What follows belongs to an exercise in optimizing a design on an open flow for small area and a short achievable clock period; a production flow would make more cautious choices. The RTL was checked by simulation tests, not by an equivalence proof against the original design. Power and IR drop assume default switching activity.

==> ember <==
## cam_to_ram_fifo
module cam_to_ram_fifo #(
    parameter int DATA_WIDTH = 10,
    parameter int ADDR_WIDTH = 8
) (
    input  logic                  clk,
    input  logic                  reset_n,
    input  logic [DATA_WIDTH-1:0] data,
    input  logic                  wrreq,
    input  logic                  rdreq,
    output logic [DATA_WIDTH-1:0] q,
    output logic                  rdempty,
    output logic                  wrfull,
    output logic [ADDR_WIDTH:0]   usedw
);
    localparam int DW = DATA_WIDTH;
    localparam int NR = 16;      
    localparam int RL = 16;      
    logic [3:0]  A;              
    logic [3:0]  B;              
    logic [7:0]  wp;
    logic [7:0]  rp;
    logic [8:0]  count;
    logic        empty_r;
    logic        full_r;
    logic [NR-1:0] P;            
    logic [NR-1:0] V;            
    logic        wr_ok;
    logic        rd_ok;
    assign rdempty = empty_r;
  ...
==> module cam_to_ram_fifo, before the edit <==
module cam_to_ram_fifo #(
    parameter int DATA_WIDTH = 10,
    parameter int ADDR_WIDTH = 8
) (
    input  logic                  clk,
    input  logic                  reset_n,
    input  logic [DATA_WIDTH-1:0] data,
    input  logic                  wrreq,
    input  logic                  rdreq,
    output logic [DATA_WIDTH-1:0] q,
    output logic                  rdempty,
    output logic                  wrfull,
    output logic [ADDR_WIDTH:0]   usedw
);
    localparam int DW = DATA_WIDTH;
    localparam int NR = 16;      
    localparam int RL = 16;      
    logic [3:0]  A;              
    logic [3:0]  B;              
    logic [7:0]  wp;
    logic [7:0]  rp;
    logic [8:0]  count;
    logic        empty_r;
    logic        full_r;
    logic [NR-1:0] P;            
    logic [NR-1:0] V;            
    logic        wr_ok;
    logic        rd_ok;
    assign rdempty = empty_r;
    assign wrfull  = full_r;
    assign usedw   = count;
    assign wr_ok = wrreq & ~full_r;
    assign rd_ok = rdreq & ~empty_r;
    wire inc = wr_ok & ~rd_ok;
    wire dec = rd_ok & ~wr_ok;
    wire [3:0] wp_lo = wp[3:0];
    wire [3:0] rp_lo = rp[3:0];
    wire a_zero = (A == 4'd0);
    wire a_ones = (A == 4'd15);
    wire b_zero = (B == 4'd0);
    wire b_one  = (B == 4'd1);
    logic le15, le16, le31;
    wire  ge16 = ~le15;
    wire  lt32 = le31;
    wire nowrap = (rp_lo <= wp_lo);
    logic [NR-1:0] land;
    logic [NR-1:0] live;
    logic [NR-1:0] pend_h;
    logic [NR-1:0] catch_h;
    logic [NR-1:0] wsel;
    logic [NR-1:0] rsel;          
    logic [DW-1:0] S  [NR];
    logic [DW-1:0] H  [NR];
    logic [DW-1:0] R0 [NR];
    genvar r;
    generate
        for (r = 0; r < NR; r = r + 1) begin : g_ring
            logic [RL*DW-1:0] rg;
            wire lt_wp = (4'(r) < wp_lo);
            wire ge_rp = (4'(r) >= rp_lo);
            wire inr   = nowrap ? (ge_rp & lt_wp) : (ge_rp | lt_wp);
            assign wsel[r] = (wp_lo == 4'(r));
            assign land[r] = P[r] & (lt_wp ? a_zero : a_ones);
            assign live[r] = ge16 | inr;
            assign pend_h[r] = P[r] & live[r] & (le16 | (lt32 & ~inr));
            assign catch_h[r] = (ge_rp ? b_zero : b_one) & live[r] & ~pend_h[r];
            assign R0[r] = rg[DW-1:0];
            always_ff @(posedge clk) begin
                rg <= {rg[(RL-1)*DW-1:0], land[r] ? S[r] : rg[RL*DW-1 -: DW]};
            end
            always_ff @(posedge clk) begin
                if (wr_ok & wsel[r]) S[r] <= data;
                if (catch_h[r]) H[r] <= rg[DW-1:0];
            end
            always_ff @(posedge clk or negedge reset_n) begin
                if (!reset_n) begin
                    P[r] <= 1'b0;
                    V[r] <= 1'b0;
                end else begin
                    if (wr_ok & wsel[r]) P[r] <= 1'b1;
                    else if (land[r]) P[r] <= 1'b0;
                    if (rd_ok & rsel[r]) V[r] <= 1'b0;
                    else if (catch_h[r]) V[r] <= 1'b1;
                end
            end
        end
    endgenerate
    logic [DW-1:0] rd_word;
    always_comb begin
        rd_word = '0;
        for (int i = 0; i < NR; i = i + 1) begin
            rd_word = rd_word
                | ({DW{rsel[i] &  V[i]}} & H[i])
                | ({DW{rsel[i] & ~V[i] &  (P[i] & le16)}} & S[i])
                | ({DW{rsel[i] & ~V[i] & ~(P[i] & le16)}} & R0[i]);
        end
    end
    always_ff @(posedge clk or negedge reset_n) begin
        if (!reset_n) begin
            A       <= 4'd1;
            B       <= 4'd0;
            wp      <= '0;
            rp      <= '0;
            count   <= '0;
            empty_r <= 1'b1;
            full_r  <= 1'b0;
            le15    <= 1'b1;
            le16    <= 1'b1;
            le31    <= 1'b1;
            rsel    <= 16'd1;
        end else begin
            if (rd_ok) rsel <= {rsel[NR-2:0], rsel[NR-1]};
            le15 <= le15 ? ~((count == 9'd15) & inc) : (count == 9'd16) & dec;
            le16 <= le16 ? ~((count == 9'd16) & inc) : (count == 9'd17) & dec;
            le31 <= le31 ? ~((count == 9'd31) & inc) : (count == 9'd32) & dec;
            A <= A + 4'd1 - {3'd0, wr_ok & (wp_lo == 4'd15)};
            B <= B + 4'd1 - {3'd0, rd_ok & (rp_lo == 4'd15)};
            if (wr_ok) wp <= wp + 1'b1;
            if (rd_ok) rp <= rp + 1'b1;
            case ({wr_ok, rd_ok})
                2'b10:   count <= count + 1'b1;
                2'b01:   count <= count - 1'b1;
                default: count <= count;
            endcase
            empty_r <= empty_r ? ~wr_ok : (count == 9'd1) & rd_ok & ~wr_ok;
            full_r  <= full_r  ? ~rd_ok : (count == 9'd255) & wr_ok & ~rd_ok;
        end
    end
    logic [DW-1:0] q_r;
    always_ff @(posedge clk or negedge reset_n) begin
        if (!reset_n) begin
            q_r <= '0;
        end else if (rd_ok) begin
            q_r <= rd_word;
        end
    end
    assign q = q_r;
endmodule
==> flow/config.mk <==
export PLATFORM = sky130hd
export DESIGN_NAME = cam_to_ram_fifo
export DESIGN_NICKNAME = cam_to_ram_fifo
export VERILOG_FILES = /design/flow/design.v
export SDC_FILE = /design/flow/constraint.sdc
export NUM_CORES = 4
export LEC_CHECK = 0
export CAP_MARGIN = 20
export CORE_MARGIN = 2
export CORE_UTILIZATION = 50
export CTS_CLUSTER_DIAMETER = 80
export CTS_CLUSTER_SIZE = 24
export SETUP_SLACK_MARGIN = 2.6
export SLEW_MARGIN = 20
export TNS_END_PERCENT = 10
==> flow/constraint.sdc <==
create_clock -name core_clock -period 5.0 [get_ports {clk}]
set_input_delay 1.0000 -clock core_clock [delete_from_list [all_inputs] [get_ports {clk}]]
set_output_delay 1.0000 -clock core_clock [all_outputs]
set_load 0.01 [all_outputs]
run.sh (not shown) runs the stock make flow with config.mk's settings and CLKGATE_MAP_FILE= SYNTH_SCRIPT=/design/flow/synth_recipe.tcl, a recipe that flattens the netlist after the stock synthesis.
==> violet (differences from ember) <==
--- a/flow/design.v
+++ b/flow/design.v
@@ -15,7 +15,7 @@
     localparam int DW = DATA_WIDTH;
     localparam int NR = 16;      
-    localparam int RL = 16;      
+    localparam int RL = 15;      
     logic [3:0]  A;              
-    logic [3:0]  B;              
+    logic [3:0]  C;              
     logic [7:0]  wp;
     logic [7:0]  rp;
@@ -34,23 +34,25 @@
     wire inc = wr_ok & ~rd_ok;
     wire dec = rd_ok & ~wr_ok;
+    function automatic logic [3:0] step15(input logic [3:0] x, input logic dn);
+        if (dn) step15 = x;
+        else step15 = (x == 4'd14) ? 4'd0 : x + 4'd1;
+    endfunction
+    wire full_n = full_r ? ~rd_ok : (count == 9'd255) & inc;
+    wire [3:0] A_n = step15(A, wr_ok & (wp_lo == 4'd15));
+    wire [3:0] C_n = step15(C, rd_ok & (rp_lo == 4'd15));
     wire [3:0] wp_lo = wp[3:0];
     wire [3:0] rp_lo = rp[3:0];
-    wire a_zero = (A == 4'd0);
-    wire a_ones = (A == 4'd15);
-    wire b_zero = (B == 4'd0);
-    wire b_one  = (B == 4'd1);
+    logic a_zero, a_last, c_zero, c_one, nowrap;
     logic le15, le16, le31;
     wire  ge16 = ~le15;
     wire  lt32 = le31;
-    wire nowrap = (rp_lo <= wp_lo);
     logic [NR-1:0] land;
     logic [NR-1:0] live;
     logic [NR-1:0] pend_h;
     logic [NR-1:0] catch_h;
-    logic [NR-1:0] wsel;
+    logic [NR-1:0] wen;           
     logic [NR-1:0] rsel;          
     logic [DW-1:0] S  [NR];
     logic [DW-1:0] H  [NR];
-    logic [DW-1:0] R0 [NR];
     genvar r;
     generate
@@ -60,16 +62,14 @@
             wire ge_rp = (4'(r) >= rp_lo);
             wire inr   = nowrap ? (ge_rp & lt_wp) : (ge_rp | lt_wp);
-            assign wsel[r] = (wp_lo == 4'(r));
-            assign land[r] = P[r] & (lt_wp ? a_zero : a_ones);
+            assign land[r] = P[r] & (lt_wp ? a_zero : a_last);
             assign live[r] = ge16 | inr;
             assign pend_h[r] = P[r] & live[r] & (le16 | (lt32 & ~inr));
-            assign catch_h[r] = (ge_rp ? b_zero : b_one) & live[r] & ~pend_h[r];
-            assign R0[r] = rg[DW-1:0];
+            assign catch_h[r] = ~V[r] & (ge_rp ? c_zero : c_one) & live[r] & (~pend_h[r] | land[r]);
             always_ff @(posedge clk) begin
                 rg <= {rg[(RL-1)*DW-1:0], land[r] ? S[r] : rg[RL*DW-1 -: DW]};
             end
             always_ff @(posedge clk) begin
-                if (wr_ok & wsel[r]) S[r] <= data;
-                if (catch_h[r]) H[r] <= rg[DW-1:0];
+                if (wrreq & wen[r]) S[r] <= data;
+                if (catch_h[r]) H[r] <= pend_h[r] ? S[r] : rg[RL*DW-1 -: DW];
             end
             always_ff @(posedge clk or negedge reset_n) begin
@@ -78,5 +78,5 @@
                     V[r] <= 1'b0;
                 end else begin
-                    if (wr_ok & wsel[r]) P[r] <= 1'b1;
+                    if (wrreq & wen[r]) P[r] <= 1'b1;
                     else if (land[r]) P[r] <= 1'b0;
                     if (rd_ok & rsel[r]) V[r] <= 1'b0;
@@ -92,6 +92,5 @@
             rd_word = rd_word
                 | ({DW{rsel[i] &  V[i]}} & H[i])
-                | ({DW{rsel[i] & ~V[i] &  (P[i] & le16)}} & S[i])
-                | ({DW{rsel[i] & ~V[i] & ~(P[i] & le16)}} & R0[i]);
+                | ({DW{rsel[i] & ~V[i]}} & S[i]);
         end
     end
@@ -99,5 +98,10 @@
         if (!reset_n) begin
             A       <= 4'd1;
-            B       <= 4'd0;
+            C       <= 4'd1;
+            a_zero  <= 1'b0;
+            a_last  <= 1'b0;
+            c_zero  <= 1'b0;
+            c_one   <= 1'b1;
+            nowrap  <= 1'b1;
             wp      <= '0;
             rp      <= '0;
@@ -109,11 +113,19 @@
             le31    <= 1'b1;
             rsel    <= 16'd1;
+            wen     <= 16'd1;
         end else begin
+            for (int i = 0; i < NR; i = i + 1)
+                wen[i] <= (wp_lo + {3'd0, wr_ok} == 4'(i)) & ~full_n;
             if (rd_ok) rsel <= {rsel[NR-2:0], rsel[NR-1]};
             le15 <= le15 ? ~((count == 9'd15) & inc) : (count == 9'd16) & dec;
             le16 <= le16 ? ~((count == 9'd16) & inc) : (count == 9'd17) & dec;
             le31 <= le31 ? ~((count == 9'd31) & inc) : (count == 9'd32) & dec;
-            A <= A + 4'd1 - {3'd0, wr_ok & (wp_lo == 4'd15)};
-            B <= B + 4'd1 - {3'd0, rd_ok & (rp_lo == 4'd15)};
+            A <= A_n;
+            C <= C_n;
+            a_zero <= (A_n == 4'd0);
+            a_last <= (A_n == 4'd14);
+            c_zero <= (C_n == 4'd0);
+            c_one  <= (C_n == 4'd1);
+            nowrap <= (rp_lo + {3'd0, rd_ok} <= wp_lo + {3'd0, wr_ok});
             if (wr_ok) wp <= wp + 1'b1;
             if (rd_ok) rp <= rp + 1'b1;
@@ -124,5 +136,5 @@
             endcase
             empty_r <= empty_r ? ~wr_ok : (count == 9'd1) & rd_ok & ~wr_ok;
-            full_r  <= full_r  ? ~rd_ok : (count == 9'd255) & wr_ok & ~rd_ok;
+            full_r  <= full_n;
         end
     end
==> flow/flow/run.sh (new file) <==
#!/bin/bash
set -e
echo 'export BUFFER_PORTS_ARGS = -buffer_cell sky130_fd_sc_hd__buf_4' >> config.mk
bash standard.sh > standard.log 2>&1
==> flow/standard.sh (new file) <==
#!/bin/bash
# synth_recipe.tcl (not shown) runs the flow's synth.tcl, then flattens the netlist and writes it again
# the make line also repeats each setting of config.mk as NAME=value (left out here)
make -C /OpenROAD-flow-scripts/flow DESIGN_CONFIG=/design/flow/config.mk WORK_HOME=/design/flow/orfs CLKGATE_MAP_FILE= SYNTH_SCRIPT=/design/flow/synth_recipe.tcl "${@:-finish}"
--- a/flow/config.mk
+++ b/flow/config.mk
@@ -8,8 +8,9 @@
 export CAP_MARGIN = 20
 export CORE_MARGIN = 2
-export CORE_UTILIZATION = 50
+export CORE_UTILIZATION = 70
 export CTS_CLUSTER_DIAMETER = 80
 export CTS_CLUSTER_SIZE = 24
-export SETUP_SLACK_MARGIN = 2.6
+export SETUP_SLACK_MARGIN = 2.8
 export SLEW_MARGIN = 20
 export TNS_END_PERCENT = 10
+export BUFFER_PORTS_ARGS = -buffer_cell sky130_fd_sc_hd__buf_4
removed: flow/run.sh
==> impl_metrics.py <==
metrics = {
    "outcome": {
        "run_status": "complete, no violations",
    },
    "critical_path": {
        "worstPathArrival_ns": 3.34,
        "critical_path_peak_fanout": 10,
        "worstPathCellList": "nand3_1, o21ai_0, nand2_1, mux2_2",
        "cpMaxStageDelayCell": "sky130_fd_sc_hd__nand2_1",
        "destination_of_the_critical_timing_path": "g_ring[7].rg[1]",
    },
    "floorplan": {
        "n_tap_cell": 1890,
    },
    "global_routing": {
        "first_pass_grt_wire_length_um": 243000,
        "groute.layer.met1.usage": 0.342,
        "met2_resource_use_gr": 0.362,
    },
    "layout": {
        "final_cell_mix": "2560 x sky130_fd_sc_hd__dfxtp_1, 320 x sky130_fd_sc_hd__edfxtp_1, 168 x sky130_fd_sc_hd__mux2_2",
        "nMultiInputCombCells": 1074,
        "postLayoutCellArea_um2": 80400,
        "antenna_cells": 10,
    },
    "synthesis": {
        "synth_warnings": 4,
        "synth-compound-area-share": 0.0351,
    },
    "clocking": {
        "cts-resized-gates": 151,
    },
    "power": {
        "total_power_mw": 51.4,
        "power_combinational_mw": 5.46,
    },
    "timing": {
        "fin_worst_skew_ns": 0.0312,
    },
}
# the run above: ember

==> impl_metrics.py <==
metrics = {
    "outcome": {
        "run_status": "complete, no violations",
    },
    "layout": {
        "nMultiInputCombCells": 1083,
        "final_cell_mix": "2400 x sky130_fd_sc_hd__dfxtp_1, 360 x sky130_fd_sc_hd__mux2_2, 320 x sky130_fd_sc_hd__edfxtp_1",
        "antenna_cells": 8,
        "postLayoutCellArea_um2": 77300,
    },
    "critical_path": {
        "cpMaxStageDelayCell": "sky130_fd_sc_hd__dfstp_4",
        "worstPathCellList": "nand2_1, o211ai_1, o211ai_1, nor2_2",
        "worstPathArrival_ns": 3.14,
    },
    "synthesis": {
        "synth_warnings": 3,
        "synth-compound-area-share": 0.0327,
    },
    "global_routing": {
        "first_pass_grt_wire_length_um": 257000,
        "groute.layer.met1.usage": 0.455,
    },
    "power": {
        "total_power_mw": 47.5,
        "power_combinational_mw": 5.75,
    },
}
# the run above: violet

-- re-timing with driven ports --
The results above use ideal ports. As a check the final layouts listed here were re-extracted and re-timed, cells and wires unchanged.
Step 1 sets driving cells, clkbuf_16 on the clock port and buf_2 on the other inputs (assumed; they add their load-dependent delay and slew).
Step 2 adds t to the input delays and takes it off the output delays; t is the mean of the earliest and latest rising clock arrival at the registers after step 1. Input paths then give back, and output paths get back, about the clock's delay inside the block.
Three values: ideal, step 1, step 2; two values: the first two.
run	t, ns	setup slack, ns	worst data-port slew with drivers (ns)	pins driven straight from the clock port
ember	0.859	2.329 / 2.329 / 1.752	0.07	1
violet	0.872	2.303 / 2.303 / 1.925	0.06	1
After both steps setup and hold are still met in every run listed. The setup slack of ember, which loses most, moves by 0.000 ns with the drivers and by -0.577 ns with both steps.
